Source: an optimization exercise on an open RTL-to-GDS flow (aim: small area). Production flows keep margins and buffers that such runs may drop. Only simulation tests tie the RTL to the original design; equivalence was not proved. Power and IR drop assume default switching activity.

==> flow/design.v <==
module clk_div_multi #(
    parameter int          N_CH        = 4,
    parameter int          CH_W        = 2,
    parameter int          CNT_W       = 32,
    parameter int unsigned DEFAULT_DIV = 100000000
) (
    input  logic             clk,
    input  logic             rst,
    input  logic             sync,
    input  logic             wr_en,
    input  logic [CH_W-1:0]  wr_ch,
    input  logic [CNT_W-1:0] wr_div,
    output logic [N_CH-1:0]  clkout,
    output logic [N_CH-1:0]  tick,
    output logic [N_CH-1:0]  pending
);
    localparam int               HW      = CNT_W - 1;
    localparam logic [CNT_W-1:0] DEF_DIV = CNT_W'(DEFAULT_DIV);
    localparam logic [HW-1:0]    CNT_RST  = DEF_DIV[CNT_W-1:1];
    localparam logic [HW-1:0]    CNT_RST1 = CNT_RST - 1'b1;
    logic force_load;
    assign force_load = sync;
    logic fresh;
    always_ff @(posedge clk or posedge rst) begin
        if (rst) fresh <= 1'b1;
        else     fresh <= 1'b0;
    end
    logic [CNT_W-1:0] wd;
    assign wd    = fresh ? DEF_DIV : wr_div;
    for (genvar i = 0; i < N_CH; i++) begin : g_ch
        logic [CNT_W-1:0] reg_a;
        logic [CNT_W-1:0] reg_b;
        logic             first_q;
        logic [HW-1:0]    cnt_nq;
        logic [HW-1:0]    cnt_q;
        logic             ptr_q;
        logic             shd_q;
        logic             ph_q;
        logic             wr_hit;
        logic             d_hz, d_0;
        logic             d_zero, d_one;
        logic             cnt_hz;
        logic             p_end;
        logic [HW-1:0]    dec;
        logic             tick_c;
        logic             load;
        logic             ldv;
        logic             sw;
        logic             s_sel;
        logic             use_a, use_b, use_c;
        logic [HW-1:0]    cnt_n;
        logic [HW:0]      brw;
        logic             ptr_n;
        logic             shd_n;
        logic             ph_n;
        logic             wr_a, wr_b;
        always_comb begin
            cnt_q  = ~cnt_nq;
            wr_hit = wr_en && (wr_ch == CH_W'(i));
            d_hz   = first_q && (cnt_q == '0);
            d_0    = ptr_q ? reg_b[0] : reg_a[0];
            d_zero = d_hz && !d_0;
            d_one  = d_hz && d_0;
            cnt_hz = (cnt_q[HW-1:1] == '0);
            p_end  = cnt_hz && (cnt_q[0] ^ (!ph_q && d_0));
            tick_c = p_end && (ph_q || d_one) && !fresh;
            load   = tick_c || d_zero || force_load;
            ldv    = load && !fresh;
            sw     = p_end && !ph_q;
            s_sel  = ptr_q ^ shd_q;
            use_a  = ldv ? !s_sel : (sw && !ptr_q && !fresh);
            use_b  = ldv ?  s_sel : (sw &&  ptr_q && !fresh);
            use_c  = !ldv && !sw && !fresh;
            brw[0] = 1'b1;
            for (int k = 0; k < HW; k++) begin
                dec[k]     = cnt_q[k] ^ brw[k];
                brw[k+1]   = brw[k] & !cnt_q[k];
            end
            cnt_n  = ({HW{use_a}} & reg_a[CNT_W-1:1]) |
                     ({HW{use_b}} & reg_b[CNT_W-1:1]) |
                     ({HW{use_c}} & dec) |
                     ({HW{fresh}} & (force_load ? CNT_RST : CNT_RST1));
            ph_n   = !load && (ph_q || p_end) && !fresh;
            ptr_n  = ptr_q ^ (load && shd_q);
            shd_n  = wr_hit || (shd_q && !load);
            wr_a   = wr_hit &&  ptr_n;
            wr_b   = wr_hit && !ptr_n;
        end
        always_ff @(posedge clk or posedge rst) begin
            if (rst) begin
                ptr_q <= 1'b0;
                shd_q <= 1'b0;
                ph_q  <= 1'b0;
            end else begin
                ptr_q <= ptr_n;
                shd_q <= shd_n;
                ph_q  <= ph_n;
            end
        end
        always_ff @(posedge clk) begin
            cnt_nq <= ~cnt_n;
            first_q <= load;
            if (wr_a || fresh) begin
                reg_a <= wd;
            end
            if (wr_b) begin
                reg_b <= wr_div;
            end
        end
        assign clkout[i]  = ph_q;
        assign tick[i]    = tick_c;
        assign pending[i] = shd_q && (reg_a != reg_b);
    end
endmodule
export LEC_CHECK = 0
export CAP_MARGIN = 20
export CORE_MARGIN = 2
export CORE_UTILIZATION = 40
export SLEW_MARGIN = 20
create_clock -name core_clock -period 10.0 [get_ports {clk}]
standard.sh (not shown) runs the stock make flow with config.mk's settings and CLKGATE_MAP_FILE= SYNTH_SCRIPT=/design/flow/synth_recipe.tcl, a recipe that flattens the netlist after the stock synthesis.
==> flow/flow/run.sh <==
#!/bin/bash
# Own layout flow: the standard ORFS flow (standard.sh) with these changes.
#  1. Synthesis runs the standard flow's synthesis script (synth_recipe.tcl) unchanged, but with an
#     area-oriented ABC mapping script (flow/abc_area.script) and without Yosys's
#     half/full-adder extraction (ADDER_MAP_FILE empty), so ABC maps the counters'
#     ripple chains itself. Registers are untouched by either change.
#  2. CTS uses clkbuf_8 clock buffers, sink clusters of up to 16 flip-flops, and no
#     dummy loads.
#  3. Ports are buffered with buf_1.
# Every other step is standard.sh's, with the design's settings. Each make run's full
# output goes to its own log here; ORFS's per-step logs are under orfs/logs/.
set -euo pipefail
HERE=$(pwd)

# Synthesis scripts: ORFS's, with the ABC script replaced.
rm -rf "$HERE/synth_scripts"
cp -r "$FLOW_HOME/scripts" "$HERE/synth_scripts"
cp "$HERE/flow/abc_area.script" "$HERE/synth_scripts/abc_speed.script"

bash standard.sh SCRIPTS_DIR="$HERE/synth_scripts" ADDER_MAP_FILE= synth > "$HERE/synth.log" 2>&1

bash standard.sh \
  "CTS_ARGS=-sink_clustering_enable -repair_clock_nets -dont_use_dummy_load -buf_list sky130_fd_sc_hd__clkbuf_8 -sink_clustering_size 16 -sink_clustering_max_diameter 60" \
  "BUFFER_PORTS_ARGS=-buffer_cell sky130_fd_sc_hd__buf_1" \
  finish > "$HERE/layout.log" 2>&1
==> flow/flow/abc_area.script <==
&get -n
&st
&dch
&nf -R 1000 -p
&put
The starting point ran to the end with no violations.
Edit:
--- a/flow/design.v
+++ b/flow/design.v
@@ -13,27 +13,33 @@
     output logic [N_CH-1:0]  clkout,
     output logic [N_CH-1:0]  tick,
     output logic [N_CH-1:0]  pending
 );
     localparam int               HW      = CNT_W - 1;
     localparam logic [CNT_W-1:0] DEF_DIV = CNT_W'(DEFAULT_DIV);
+    localparam logic             DEF_HZ  = (DEF_DIV[CNT_W-1:1] == '0);
     localparam logic [HW-1:0]    CNT_RST  = DEF_DIV[CNT_W-1:1];
     localparam logic [HW-1:0]    CNT_RST1 = CNT_RST - 1'b1;
     logic force_load;
     assign force_load = sync;
     logic fresh;
     always_ff @(posedge clk or posedge rst) begin
         if (rst) fresh <= 1'b1;
         else     fresh <= 1'b0;
     end
+    logic             wr_hz;
     logic [CNT_W-1:0] wd;
+    logic             wd_hz;
+    assign wr_hz = (wr_div[CNT_W-1:1] == '0);
     assign wd    = fresh ? DEF_DIV : wr_div;
+    assign wd_hz = fresh ? DEF_HZ : wr_hz;
     for (genvar i = 0; i < N_CH; i++) begin : g_ch
         logic [CNT_W-1:0] reg_a;
         logic [CNT_W-1:0] reg_b;
-        logic             first_q;
+        logic             a_hz;
+        logic             b_hz;
         logic [HW-1:0]    cnt_nq;
         logic [HW-1:0]    cnt_q;
         logic             ptr_q;
         logic             shd_q;
         logic             ph_q;
         logic             wr_hit;
@@ -54,13 +60,13 @@
         logic             shd_n;
         logic             ph_n;
         logic             wr_a, wr_b;
         always_comb begin
             cnt_q  = ~cnt_nq;
             wr_hit = wr_en && (wr_ch == CH_W'(i));
-            d_hz   = first_q && (cnt_q == '0);
+            d_hz   = ptr_q ? b_hz : a_hz;
             d_0    = ptr_q ? reg_b[0] : reg_a[0];
             d_zero = d_hz && !d_0;
             d_one  = d_hz && d_0;
             cnt_hz = (cnt_q[HW-1:1] == '0);
             p_end  = cnt_hz && (cnt_q[0] ^ (!ph_q && d_0));
             tick_c = p_end && (ph_q || d_one) && !fresh;
@@ -96,18 +102,19 @@
                 shd_q <= shd_n;
                 ph_q  <= ph_n;
             end
         end
         always_ff @(posedge clk) begin
             cnt_nq <= ~cnt_n;
-            first_q <= load;
             if (wr_a || fresh) begin
                 reg_a <= wd;
+                a_hz  <= wd_hz;
             end
             if (wr_b) begin
                 reg_b <= wr_div;
+                b_hz  <= wr_hz;
             end
         end
         assign clkout[i]  = ph_q;
         assign tick[i]    = tick_c;
         assign pending[i] = shd_q && (reg_a != reg_b);
     end
The changed run passed the timing, design-rule and antenna checks.
Area after synthesis went up by 1.5%.
Worst hold slack improves by 0.017 ns.
Routed wire length goes up by 1.7%.
Via count rose by 1.6%.
Final area goes up by about 1.8%.
Utilization is higher by 0.40 points.
Power rose by 20%.
Worst setup slack is better by 0.42 ns.
Flip-flop and latch count came out higher by 4.
Die area grows by 1.5%.
Critical path depth fell by 1.
Sequential share of layout area goes down by 0.18 points.
Clock power falls by about 0.9%.

[port drivers added, routing unchanged]
No port has a modelled driver above. Below, the same layouts with a new extraction and two added sets of constraints.
Step 1 sets driving cells, clkbuf_16 on the clock port and buf_2 on the other inputs (assumed; they add their load-dependent delay and slew).
Step 2 also shifts input and output timing later by t, the mid clock arrival at the registers, as if the neighbouring blocks saw the same clock.
Three values: ideal ports, drivers, drivers and shift; two values: the first two.
run	t (ns)	slack for setup (ns)	pins driven straight from the clock port
the first run	0.662	4.746 / 4.697 / 4.793	1
the second run	0.668	5.169 / 5.122 / 5.252	1
After both steps setup and hold are still met in every run listed.
